Context: an optimization exercise on an open-source flow, tuned for small area and a short achievable clock period. The choices shown serve that exercise and are no tape-out recipe. No run shown here included a check of the RTL's function; only the layout flow was run. Power and IR drop assume default switching activity.

==> design.v <==
`default_nettype none
module exmem_stage_task3 #(
    parameter int XLEN = 64,
    parameter int RW   = 5
) (
    input  logic            clk,
    input  logic            reset,
    input  logic [XLEN-1:0] a,
    input  logic [XLEN-1:0] readdata1,
    input  logic [XLEN-1:0] readdata2,
    input  logic [XLEN-1:0] imm_data,
    input  logic [RW-1:0]   rs1,
    input  logic [RW-1:0]   rs2,
    input  logic [RW-1:0]   rd,
    input  logic [3:0]      funct4,
    input  logic            Branch,
    input  logic            Memread,
    input  logic            Memtoreg,
    input  logic            Memwrite,
    input  logic            Regwrite,
    input  logic            Alusrc,
    input  logic [1:0]      aluop,
    input  logic            hold,
    input  logic            flush,
    input  logic [RW-1:0]   memwb_rd,
    input  logic            memwb_regwrite,
    input  logic [XLEN-1:0] memwb_wdata,
    output logic [XLEN-1:0] branch_target,
    output logic [XLEN-1:0] alu_result,
    output logic [XLEN-1:0] write_data,
    output logic            zero,
    output logic [RW-1:0]   rd_out,
    output logic            Branch_o,
    output logic            Memread_o,
    output logic            Memtoreg_o,
    output logic            Memwrite_o,
    output logic            Regwrite_o,
    output logic            pc_src
);
    localparam int SHW = $clog2(XLEN);
    logic [XLEN-1:0] bt_q;
    logic [XLEN-1:0] alu_q;
    logic [XLEN-1:0] wd_q;
    logic            zero_q;
    logic [RW-1:0]   rd_q;
    logic            br_q, mr_q, mtr_q, mw_q, rw_q;
    logic            pcs_q;    
    logic ex_a, ex_b, wb_a, wb_b;
    logic [XLEN-1:0] fa, fb, ob;
    always_comb begin
        ex_a = rw_q && (rd_q != '0) && (rd_q == rs1);
        ex_b = rw_q && (rd_q != '0) && (rd_q == rs2);
        wb_a = memwb_regwrite && (memwb_rd != '0) && (memwb_rd == rs1);
        wb_b = memwb_regwrite && (memwb_rd != '0) && (memwb_rd == rs2);
        fa = ex_a ? alu_q : (wb_a ? memwb_wdata : readdata1);
        fb = ex_b ? alu_q : (wb_b ? memwb_wdata : readdata2);
        ob = Alusrc ? imm_data : fb;
    end
    logic op_sub, op_and, op_or, op_xor, op_sl, op_sr, op_sra, op_add;
    always_comb begin
        op_sub = 1'b0; op_and = 1'b0; op_or = 1'b0; op_xor = 1'b0;
        op_sl  = 1'b0; op_sr  = 1'b0; op_sra = 1'b0;
        if (aluop == 2'b01) op_sub = 1'b1;
        else if (aluop == 2'b10) begin
            case (funct4)
                4'b1000: op_sub = 1'b1;
                4'b0111: op_and = 1'b1;
                4'b0110: op_or  = 1'b1;
                4'b0100: op_xor = 1'b1;
                4'b0001: op_sl  = 1'b1;
                4'b0101: op_sr  = 1'b1;
                4'b1101: begin op_sr = 1'b1; op_sra = 1'b1; end
                default: ;
            endcase
        end
        op_add = !(op_and | op_or | op_xor | op_sl | op_sr);
    end
    logic [XLEN-1:0] obx, sum;
    logic [XLEN:0]   sum_ext;
    always_comb begin
        obx     = ob ^ {XLEN{op_sub}};
        sum     = sum_ext[XLEN:1];
    end
    exm_pfx_add #(.N(XLEN+1), .KIND(0)) u_alu_add (.x({fa, 1'b1}), .y({obx, op_sub}), .s(sum_ext));
    logic zsum;
    always_comb begin
        zsum = ((fa[0] ^ obx[0]) == op_sub);
        for (int i = 1; i < XLEN; i++)
            zsum = zsum & ((fa[i] ^ obx[i]) == (fa[i-1] | obx[i-1]));
    end
    logic [XLEN-1:0] sh_in, sh_out, sh_rev;
    logic [SHW-1:0]  shamt;
    logic            fill;
    always_comb begin
        shamt = ob[SHW-1:0];
        for (int i = 0; i < XLEN; i++) sh_in[i] = op_sl ? fa[XLEN-1-i] : fa[i];
        fill   = op_sra & fa[XLEN-1];
        sh_out = $unsigned($signed({fill, sh_in}) >>> shamt);
        for (int i = 0; i < XLEN; i++) sh_rev[i] = sh_out[XLEN-1-i];
    end
    logic [XLEN-1:0] res, res_nadd;
    always_comb begin
        res_nadd = ({XLEN{op_and}} & (fa & ob))
            | ({XLEN{op_or }} & (fa | ob))
            | ({XLEN{op_xor}} & (fa ^ ob))
            | ({XLEN{op_sr }} & sh_out)
            | ({XLEN{op_sl }} & sh_rev);
        res = op_add ? sum : res_nadd;
    end
    logic res_zero;
    assign res_zero = op_add ? zsum : (res_nadd == '0);
    logic eq, ult, slt, taken;
    always_comb begin
        eq  = (fa == fb);
        ult = (fa < fb);
        slt = ult ^ fa[XLEN-1] ^ fb[XLEN-1];
        case (funct4[2:0])
            3'b000:  taken = eq;
            3'b001:  taken = !eq;
            3'b100:  taken = slt;
            3'b101:  taken = !slt;
            3'b110:  taken = ult;
            3'b111:  taken = !ult;
            default: taken = 1'b0;
        endcase
    end
    logic [XLEN-1:0] bt_sum;
    exm_pfx_add #(.N(XLEN), .KIND(1)) u_bt_add (.x(a), .y({imm_data[XLEN-2:0], 1'b0}), .s(bt_sum));
    logic load;
    assign load = flush | !hold;
    always_ff @(posedge clk or posedge reset) begin
        if (reset) begin
            bt_q   <= '0;
            alu_q  <= '0;
            wd_q   <= '0;
            zero_q <= 1'b0;
            rd_q   <= '0;
        end else if (load) begin
            bt_q   <= bt_sum;
            alu_q  <= res;
            wd_q   <= fb;
            zero_q <= res_zero;
            rd_q   <= rd;
        end
    end
    always_ff @(posedge clk or posedge reset) begin
        if (reset) begin
            br_q  <= 1'b0;
            mr_q  <= 1'b0;
            mtr_q <= 1'b0;
            mw_q  <= 1'b0;
            rw_q  <= 1'b0;
            pcs_q <= 1'b0;
        end else if (flush) begin
            br_q  <= 1'b0;
            mr_q  <= 1'b0;
            mtr_q <= 1'b0;
            mw_q  <= 1'b0;
            rw_q  <= 1'b0;
            pcs_q <= 1'b0;
        end else if (!hold) begin
            br_q  <= Branch;
            mr_q  <= Memread;
            mtr_q <= Memtoreg;
            mw_q  <= Memwrite;
            rw_q  <= Regwrite;
            pcs_q <= Branch & taken;
        end
    end
    assign branch_target = bt_q;
    assign alu_result    = alu_q;
    assign write_data    = wd_q;
    assign zero          = zero_q;
    assign rd_out        = rd_q;
    assign Branch_o      = br_q;
    assign Memread_o     = mr_q;
    assign Memtoreg_o    = mtr_q;
    assign Memwrite_o    = mw_q;
    assign Regwrite_o    = rw_q;
    assign pc_src        = pcs_q;
endmodule
`default_nettype wire
`default_nettype none
module exm_pfx_add #(parameter int N = 64, parameter int KIND = 0) (
    input  logic [N-1:0] x,
    input  logic [N-1:0] y,
    output logic [N-1:0] s
);
    localparam int L = $clog2(N);
    logic [N-1:0] g [0:2*L];
    logic [N-1:0] p [0:2*L];
    logic [N-1:0] c;
    always_comb begin
        g[0] = x & y;
        p[0] = x ^ y;
        for (int l = 0; l < 2*L; l++) begin
            g[l+1] = g[l];
            p[l+1] = p[l];
        end
        if (KIND == 0) begin
            for (int l = 0; l < L; l++)
                for (int i = 0; i < N; i++)
                    if ((i >> l) & 1) begin
                        g[l+1][i] = g[l][i] | (p[l][i] & g[l][((i >> l) << l) - 1]);
                        p[l+1][i] = p[l][i] & p[l][((i >> l) << l) - 1];
                    end else begin
                        g[l+1][i] = g[l][i];
                        p[l+1][i] = p[l][i];
                    end
            for (int l = L; l < 2*L; l++) begin g[l+1] = g[l]; p[l+1] = p[l]; end
        end else if (KIND == 1) begin
            for (int l = 0; l < L; l++)
                for (int i = 0; i < N; i++)
                    if (((i + 1) % (1 << (l + 1))) == 0) begin
                        g[l+1][i] = g[l][i] | (p[l][i] & g[l][i - (1 << l)]);
                        p[l+1][i] = p[l][i] & p[l][i - (1 << l)];
                    end else begin
                        g[l+1][i] = g[l][i];
                        p[l+1][i] = p[l][i];
                    end
            for (int k = 0; k < L; k++) begin
                for (int i = 0; i < N; i++) begin
                    g[L+k+1][i] = g[L+k][i];
                    p[L+k+1][i] = p[L+k][i];
                end
                if (L - 2 - k >= 0)
                    for (int i = 0; i < N; i++)
                        if ((((i + 1) % (1 << (L - 1 - k))) == (1 << (L - 2 - k))) && (i >= (1 << (L - 1 - k)))) begin
                            g[L+k+1][i] = g[L+k][i] | (p[L+k][i] & g[L+k][i - (1 << (L - 2 - k))]);
                            p[L+k+1][i] = p[L+k][i] & p[L+k][i - (1 << (L - 2 - k))];
                        end
            end
        end else begin
            for (int l = 0; l < L; l++)
                for (int i = 0; i < N; i++)
                    if (i >= (1 << l)) begin
                        g[l+1][i] = g[l][i] | (p[l][i] & g[l][i - (1 << l)]);
                        p[l+1][i] = p[l][i] & p[l][i - (1 << l)];
                    end else begin
                        g[l+1][i] = g[l][i];
                        p[l+1][i] = p[l][i];
                    end
            for (int l = L; l < 2*L; l++) begin g[l+1] = g[l]; p[l+1] = p[l]; end
        end
        c = {g[2*L][N-2:0], 1'b0};
        s = p[0] ^ c;
    end
endmodule
`default_nettype wire
==> flow/run.sh <==
#!/bin/bash
set -euo pipefail
export BUFFER_PORTS_ARGS="-buffer_cell sky130_fd_sc_hd__buf_1"
bash standard.sh finish > standard_make.log 2>&1
==> standard.sh <==
#!/bin/bash
# synth_recipe.tcl (not shown) runs the flow's synth.tcl, then flattens the netlist and writes it again
# the make line also repeats each setting of config.mk as NAME=value (left out here)
make -C /OpenROAD-flow-scripts/flow DESIGN_CONFIG=/design/flow/config.mk WORK_HOME=/design/flow/orfs CLKGATE_MAP_FILE= SYNTH_SCRIPT=/design/flow/synth_recipe.tcl "${@:-finish}"
==> config.mk <==
export PLATFORM = sky130hd
export DESIGN_NAME = exmem_stage_task3
export DESIGN_NICKNAME = exmem_stage_task3
export VERILOG_FILES = /design/flow/design.v
export SDC_FILE = /design/flow/constraint.sdc
export NUM_CORES = 4
export LEC_CHECK = 0
export CAP_MARGIN = 20
export CORE_MARGIN = 2
export CORE_UTILIZATION = 50
export SETUP_SLACK_MARGIN = 0
export SLEW_MARGIN = 20
==> constraint.sdc <==
create_clock -name core_clock -period 10.0 [get_ports {clk}]
set_input_delay 2.0000 -clock core_clock [delete_from_list [all_inputs] [get_ports {clk}]]
set_output_delay 2.0000 -clock core_clock [all_outputs]
set_load 0.01 [all_outputs]
==> impl_metrics.py, run 1 <==
metrics = {
    "place": {
        "dpl-instance-area_um2": 37420,
        "gp_congestion": 1.112,
        "hpwl_mm": 148.3,
        "numPortBuffers": 560,
    },
    "floorplan": {
        "die_h_um": 266.1,
        "coreArea_um2": 68350,
        "rows": 96,
        "die_w_um": 266.1,
        "start_util": 0.5024,
        "dieArea_um2": 70790,
        "ios": 561,
    },
    "routing": {
        "drt-initial-drc-count": 5919,
        "num_vias": 40560,
        "drtPass1Iterations": 9,
        "ant_nets": 0,
        "routed_wl_mm": 189.0,
        "post_drt_wl_per_cell_um": 32.02,
        "routed_via_density": 6.872,
        "drc": 0,
    },
    "global_route": {
        "antenna_found_initial": 19,
        "overflow": 0,
        "grt_pass1_wl_mm": 267.4,
        "met3_usage": 0.1891,
        "use_met2": 0.7445,
        "grt_pass1_vias": 38030,
        "grt_max_degree": 123,
        "gr-usage-met1": 0.6279,
        "grt_use_total": 0.5159,
        "busiest_layer": "met2",
    },
    "power": {
        "powerDensity_nw_per_um2": 136.1,
        "pwr-share-seq": 0.249,
        "clockPowerShare": 0.213,
        "cellInternalPower_w": 0.002545,
        "power.leakage_nw": 16.99,
        "p_switching_w": 0.002681,
        "switching_share": 0.5130,
        "combPwrFrac": 0.538,
        "peakVddDrop_mv": 0.1394,
    },
    "clock_network": {
        "cts_resized": 0,
        "cts_buffers": 29,
        "root_buffer": "clkbuf_16",
        "cts_tree": "yes",
        "cts_setup_buffers": 0,
        "cts_num_sinks": 204,
        "clkLatencyLatePin_ns": 0.64,
        "htree_levels": 1,
        "hold_buffers": 0,
        "clockBufferDepth": 3,
        "path_clk_slew_ns": 0.06,
    },
    "logic_synthesis": {
        "synth_ff_type": "dfrtp_1",
        "syn_nets": 5364,
        "ys_seq_area_frac": 0.1487,
        "synth_area_per_cell_um2": 7.476,
        "ys_warn_count": 7,
        "synth_edf_count": 0,
        "syn-instance-count": 4593,
        "async_flop_share": 1.000,
        "ys_types": 113,
        "synth-seq-cells": 204,
        "syn_area_um2": 34340,
    },
    "setup_path": {
        "worstPathArrival_ns": 9.21,
        "cp.required_ns": 10.53,
        "slowest_delay_ns": 0.78,
        "critical_path_class": "in -> reg",
        "critical_path.max_fanout": 14,
        "cp_num_buf_inv": 3,
        "startpoint_type": "input pin",
        "critPathTopFamily": "compound AO/OA/AOI/OAI gates",
        "cpMaxStageDelayCell": "nor2_4",
        "endpoint_kind": "flip-flop",
        "crit_chain": "buf_1 > xor2_1 > or4b_1 > nor2_4 > buf_4 > mux2i_1 > o21ai_0 > mux2i_1 > xnor2_1 > inv_1 > ha_1 > o21ai_0 > a2bb2oi_1 > nand4_1 > a31oi_1 > o21a_2 > a41o_1 > a221o_1 > a21o_1 > a21oi_2 > o311ai_1 > a21oi_1 > xor2_1 > o22ai_1",
    },
    "cells_and_area": {
        "seqCellArea_um2": 5105,
        "multi_input_area_um2": 26630,
        "drive_gt1_frac": 0.06818,
        "fin_nets": 5766,
        "design_area_um2": 38390,
        "syn2layout_area_growth_pct": 11.81,
        "fill_cells": 6631,
    },
    "outcome": {
        "outcome": "timing/DRC/antenna clean",
    },
    "timing": {
        "setup_viol": 0,
        "hold_viol_final": 0,
        "clock_skew_ns": 0.02469,
        "fmax_mhz": 115.3,
        "tightest_slew_ns": 1.282,
        "period_share": 0.8674,
        "setup_tns_ns": 0,
        "slew_headroom": 0.1400,
        "maxSlewViolCount": 0,
        "period_minus_slack_ns": 8.674,
        "rsz0062_at_grt": "no",
    },
    "min_path": {
        "hold_class": "reg -> reg",
    },
    "job": {
        "maxCapViolations": 0,
    },
}
## worst reg2reg max path, cell delays in order (launching register included)
cell and delay (ns):
dfrtp_1 0.78, xnor2_1 0.20, nand4_1 0.39, nor2_4 0.67, buf_4 0.59, o21ai_0 0.25, mux2i_1 0.39, xnor2_1 0.20
inv_1 0.07, ha_1 0.34, o21ai_0 0.12, a21boi_0 0.20, a2bb2oi_1 0.36, nand4_1 0.15, a31oi_1 0.36, o21a_2 0.27
a41o_1 0.31, a221o_1 0.30, a21o_1 0.39, a21oi_2 0.14, o311ai_1 0.43, a21oi_1 0.15, xor2_1 0.16, o22ai_1 0.16
## final cells by class
cell class	count	share of cell area
sequential	204	0.1330
timing repair buffer	699	0.08499
antenna	4	0.0002607
tap	882	0.02874
clock inverter	15	0.004106
clock buffer	37	0.02099
multi-input combinational	3714	0.6937
inverter	347	0.03422
## metrics by stage
| step | std cells | util | total power (W) | worst slack (ns) | hold slack [ns] |
|---|---|---|---|---|---|
| after floorplan | 4593 | - | 0.002784 | 2.024 | 0.5070 |
| after global placement | 5846 | 0.5475 | 0.003947 | 1.302 | 0.4490 |
| after detailed placement | 5846 | 0.5475 | 0.003961 | 1.200 | 0.4542 |
| after CTS | 5898 | 0.5616 | 0.005068 | 1.792 | 0.4668 |
| after global routing | 5898 | 0.5616 | 0.005391 | 1.318 | 0.4980 |
| final | 5902 | 0.5617 | 0.005226 | 1.326 | 0.4631 |
## cell families after synthesis
group,synth area share
XOR/XNOR,0.05841
flip-flops,0.1487
multiplexers,0.1132
buffers and inverters,0.08013
adder cells (fa/ha/maj),0.1587
AND/OR/NAND/NOR,0.1825
AO/OA/AOI/OAI,0.2584
## power by group through the flow
stage          sequential (W)  clock [W]  combinational, W
5_1_grt               0.00131    0.00113           0.00295
3_3_place_gp          0.00129          0           0.00266
4_1_cts               0.00128    0.00110           0.00268
6_report              0.00130    0.00111           0.00281
2_1_floorplan         0.00125          0           0.00154
3_5_place_dp          0.00129          0           0.00267
## registers in the layout (all words and copies together), names as in the netlist
signal	cells
mw_q	1
wd_q	64
mtr_q	1
zero_q	1
rd_q	5
alu_q	64
bt_q	64
rw_q	1
mr_q	1
br_q	1
pcs_q	1
## cell usage after synthesis, drive strengths merged, types with 17 or more instances
library cell	number	area (um^2)
o22ai	26	162.7
a211oi	73	553.0
xnor2	153	1340
nor2b	23	143.9
nand4	86	538.0
a21oi	273	1378
mux2i	317	3173
mux2	31	349.1
and2	19	120.1
nand3	174	870.8
ha	378	4730
buf	137	729.5
nor2	237	892.1
a311oi	17	155.1
a221oi	26	246.5
inv	346	1301
nor4	21	152.6
dfrtp	204	5105
a21o	65	488.0
fa	36	720.7
and3	65	411.6
a31oi	89	584.3
o221ai	27	249.0
nand2b	22	137.6
o21a	67	504.2
a22oi	18	135.1
nand2	569	2151
clkbuf	191	716.9
o211ai	43	341.6
or3	21	131.4
a221o	48	481.7
nor3	65	325.3
xor2	76	665.6
o21ai	427	2137
## final timing paths
path,from,end,slack [ns],depth (start not counted)
hold / removal,bt_q[60],bt_q[60],0.46,2
min in group asynchronous,reset,bt_q[19],1.52,2
setup / recovery,memwb_rd[2],alu_q[59],1.33,24
hold reg to reg,bt_q[60],bt_q[60],0.46,2
setup reg to reg,rd_q[4],alu_q[59],2.53,23
max in group asynchronous,reset,mw_q,7.07,3
## cells in the final DEF (no fill, tap or decap), types with 36 or more instances in the layout
cell      instances
a221o_1          47
xor2_1           76
nand4_1          86
nand2_1         563
xnor2_1         153
nand3_1         174
inv_1           338
a211oi_1         72
o21ai_0         406
o21a_1           66
nor2_1          229
buf_4           130
fa_1             36
a21o_1           65
nor3_1           65
a31oi_1          83
ha_1            378
dfrtp_1         204
and3_1           64
a21oi_1         270
mux2i_1         317
o211ai_1         41
buf_1           558
## per-layer routing
| layer | up-vias | wire length [um] |
|---|---|---|
| li1 | 17390 | - |
| met1 | 19250 | 68790 |
| met2 | 3090 | 76350 |
| met3 | 808 | 26500 |
| met4 | 26 | 17150 |
| met5 | - | 210 |
==> inputs of run 2 (changes only) <==
--- a/config.mk
+++ b/config.mk
@@ -8,5 +8,5 @@
 export CAP_MARGIN = 20
 export CORE_MARGIN = 2
 export CORE_UTILIZATION = 50
-export SETUP_SLACK_MARGIN = 0
+export SETUP_SLACK_MARGIN = 3
 export SLEW_MARGIN = 20
==> impl_metrics.py, run 2 <==
metrics = {
    "outcome": {
        "outcome": "timing/DRC/antenna clean",
    },
    "logic_synthesis": {
        "synth_area_leaders": "dfrtp_1 (15%), ha_1 (14%), mux2i_1 (9.2%), nand2_1 (6.2%), o21ai_0 (5.9%)",
        "synth_common_cells": "nand2_1 (567), o21ai_0 (408), ha_1 (378)",
        "ys_warn_count": 7,
        "synth_top_area_cell": "dfrtp_1",
        "syn_nets": 5364,
        "synth_ff_type": "dfrtp_1",
        "synth_edf_count": 0,
        "syn_area_um2": 34340,
        "synth_top_area_frac": 0.1487,
        "async_flop_share": 1.000,
        "ys_types": 113,
        "synth.most_common_cell": "nand2_1",
        "synth-seq-cells": 204,
        "synth_area_per_cell_um2": 7.476,
        "ys_seq_area_frac": 0.1487,
        "syn-instance-count": 4593,
    },
    "cells_and_area": {
        "design_area_um2": 40230,
        "final_cells": 6008,
        "final_common_cell": "nand2_1",
        "fin_nets": 5871,
        "syn2layout_area_growth_pct": 17.17,
        "final_core_util": 0.5887,
        "drive_gt1_frac": 0.1072,
        "reg_top3": "alu_q (64), bt_q (64), wd_q (64)",
        "layout_common_cells": "nand2_1 (562), buf_1 (551), o21ai_0 (380)",
    },
    "floorplan": {
        "ios": 561,
        "coreArea_um2": 68350,
        "die_w_um": 266.1,
        "die_h_um": 266.1,
        "rows": 96,
        "dieArea_um2": 70790,
        "start_util": 0.5024,
    },
    "setup_path": {
        "crit_chain": "buf_1 > nor3b_2 > buf_4 > buf_6 > and3_1 > a2111oi_2 > a311oi_1 > a21oi_1 > buf_4 > mux4_2 > mux2i_1 > mux2i_1 > buf_4 > mux2i_1 > a211oi_1 > o21ai_1 > nand3b_1 > o31ai_1",
        "cp.required_ns": 10.46,
        "endpoint_kind": "flip-flop",
        "cp-startpoint": "aluop[1]",
        "worstPathArrival_ns": 7.66,
        "slowest_delay_ns": 0.62,
        "cp_num_buf_inv": 5,
        "reg2reg_depth": 16,
        "critPathTopFamily": "buffers and inverters",
        "r2r-start": "rd_q[4]",
        "startpoint_type": "input pin",
        "cpMaxStageDelayCell": "o21ai_1",
        "critical_path.max_fanout": 68,
        "reg2reg_to": "zero_q",
        "critical_path_class": "in -> reg",
        "ff2ff_setup_slack_ns": 3.31,
    },
    "min_path": {
        "min_from": "bt_q[0]",
        "hold_class": "reg -> reg",
        "hold_path_end": "bt_q[0]",
        "holdPathStages": 2,
    },
    "routing": {
        "drtPass1Iterations": 10,
        "post_drt_wl_per_cell_um": 32.89,
        "ant_nets": 0,
        "drc": 0,
        "routed_wl_mm": 197.6,
        "drt-initial-drc-count": 6849,
        "num_vias": 41950,
        "routed_via_density": 6.983,
    },
    "clock_network": {
        "cts_buffers": 28,
        "hold_buffers": 0,
        "clockBufferDepth": 3,
        "clkLatencyLatePin_ns": 0.66,
        "cts_num_sinks": 204,
        "root_buffer": "clkbuf_16",
        "htree_levels": 1,
        "path_clk_slew_ns": 0.07,
        "cts_tree": "yes",
    },
    "power": {
        "powerDensity_nw_per_um2": 134.4,
        "power.leakage_nw": 17.70,
        "clockPowerShare": 0.206,
        "combPwrFrac": 0.552,
        "pwr-share-seq": 0.242,
        "peakVddDrop_mv": 0.1382,
        "switching_share": 0.5129,
        "cellInternalPower_w": 0.002633,
        "p_switching_w": 0.002773,
    },
    "timing": {
        "setup_viol": 0,
        "hold_viol_final": 0,
        "slew_headroom": 0.1351,
        "rsz0062_at_grt": "yes",
        "tightest_slew_ns": 1.292,
        "period_minus_slack_ns": 7.200,
        "fmax_mhz": 138.9,
        "setup_tns_ns": 0,
        "period_share": 0.7200,
        "maxSlewViolCount": 0,
        "clock_skew_ns": 0.08794,
    },
    "global_route": {
        "overflow": 0,
        "grt_use_total": 0.5273,
        "grt_pass1_wl_mm": 272.3,
        "grt_pass1_vias": 38360,
        "antenna_found_initial": 21,
        "grt_max_degree": 188,
    },
    "place": {
        "numPortBuffers": 560,
        "gp_congestion": 1.111,
        "hpwl_mm": 150.0,
        "dp.cells": 5867,
        "dpl-instance-area_um2": 37730,
    },
    "job": {
        "maxCapViolations": 0,
    },
}
## run 2: cell counts after synthesis
No cell type changed its count.
## run 2: worst max path at each step
stage | to | cells past startpoint
floorplan | alu_q[54] | 26
global placement | alu_q[54] | 24
detailed placement | alu_q[54] | 25
CTS | zero_q | 19
global route | bt_q[63] | 22
finish | zero_q | 18
## run 2: timing repair
item | 4_1_cts | 5_1_grt
buffers inserted | 41 | 34
cloned | 5 | 5
pin swaps | 15 | 41
gates resized for setup | 56 | 125
hold endpoints to repair | 0 | 0
setup endpoints to repair | 44 | 36
## run 2: cell type report
cell class	count	area, um^2
diodes	5	12.51
repair buffers	800	4222
inverters	347	1333
well taps	882	1104
clock buffers	30	718.2
multi-input cells	3719	27480
fillers	6537	28110
clock inverters	21	261.5
flip-flops and latches	204	5105
## run 2: tightest hold or removal path, cell delays in order (launching register included)
cell and delay, ns:
dfrtp_1 0.34, nand2_1 0.05, nand2_1 0.05
## run 2: through the flow
step	worst slack (ns)	hold slack (ns)	power, W
floorplan	2.859	0.5070	0.002805
global placement	1.671	0.4484	0.003974
detailed placement	1.542	0.4533	0.003988
CTS	2.992	0.4671	0.005138
global route	2.807	0.4875	0.005546
finish	2.800	0.4649	0.005406
## run 2: metal layers
metal / vias to the layer above / wire length [um] / global-route usage
li1: 17600 / - / -
met1: 19770 / 69290 / 0.6399
met2: 3558 / 78800 / 0.7680
met3: 1005 / 30040 / 0.1921
met4: 22 / 19270 / 0.3790
met5: - / 192 / 0
## run 2: cells by family after synthesis
family / synth area share
buffers and inverters: 0.08013
multiplexers: 0.1132
adder cells (fa/ha/maj): 0.1587
AO/OA/AOI/OAI: 0.2584
flip-flops: 0.1487
XOR/XNOR: 0.05841
AND/OR/NAND/NOR: 0.1825
## run 2: power groups by stage
stage	Clock, W	Sequential (W)	Combinational (W)
2_1_floorplan	0	0.00125	0.00156
5_1_grt	0.00114	0.00130	0.00310
3_3_place_gp	0	0.00129	0.00268
3_5_place_dp	0	0.00129	0.00270
6_report	0.00111	0.00131	0.00298
4_1_cts	0.00111	0.00128	0.00275

static timing again, ports no longer ideal:
How much do the figures lean on ideal ports? The routed layouts below were timed once more, with nothing changed but the port constraints. Step 1 assumes that a clkbuf_16 drives the clock port and a buf_2 every other input. Step 2 adds t to the input delays and takes it off the output delays; t is the mean of the earliest and latest rising clock arrival at the registers after step 1. Input paths then give back, and output paths get back, about the clock's delay inside the block. Slacks: ideal / step 1 / step 2; pairs: ideal / step 1.
run	t (ns)	slack for setup (ns)	worst data-port slew with drivers (ns)
run 1	0.697	1.326 / 1.375 / 0.678	0.16
run 2	0.693	2.800 / 2.819 / 2.126	0.17
After both steps setup and hold are still met in every run listed. For run 2, which loses most, drivers alone change the setup slack by +0.019 ns; drivers and shift together by -0.674 ns.
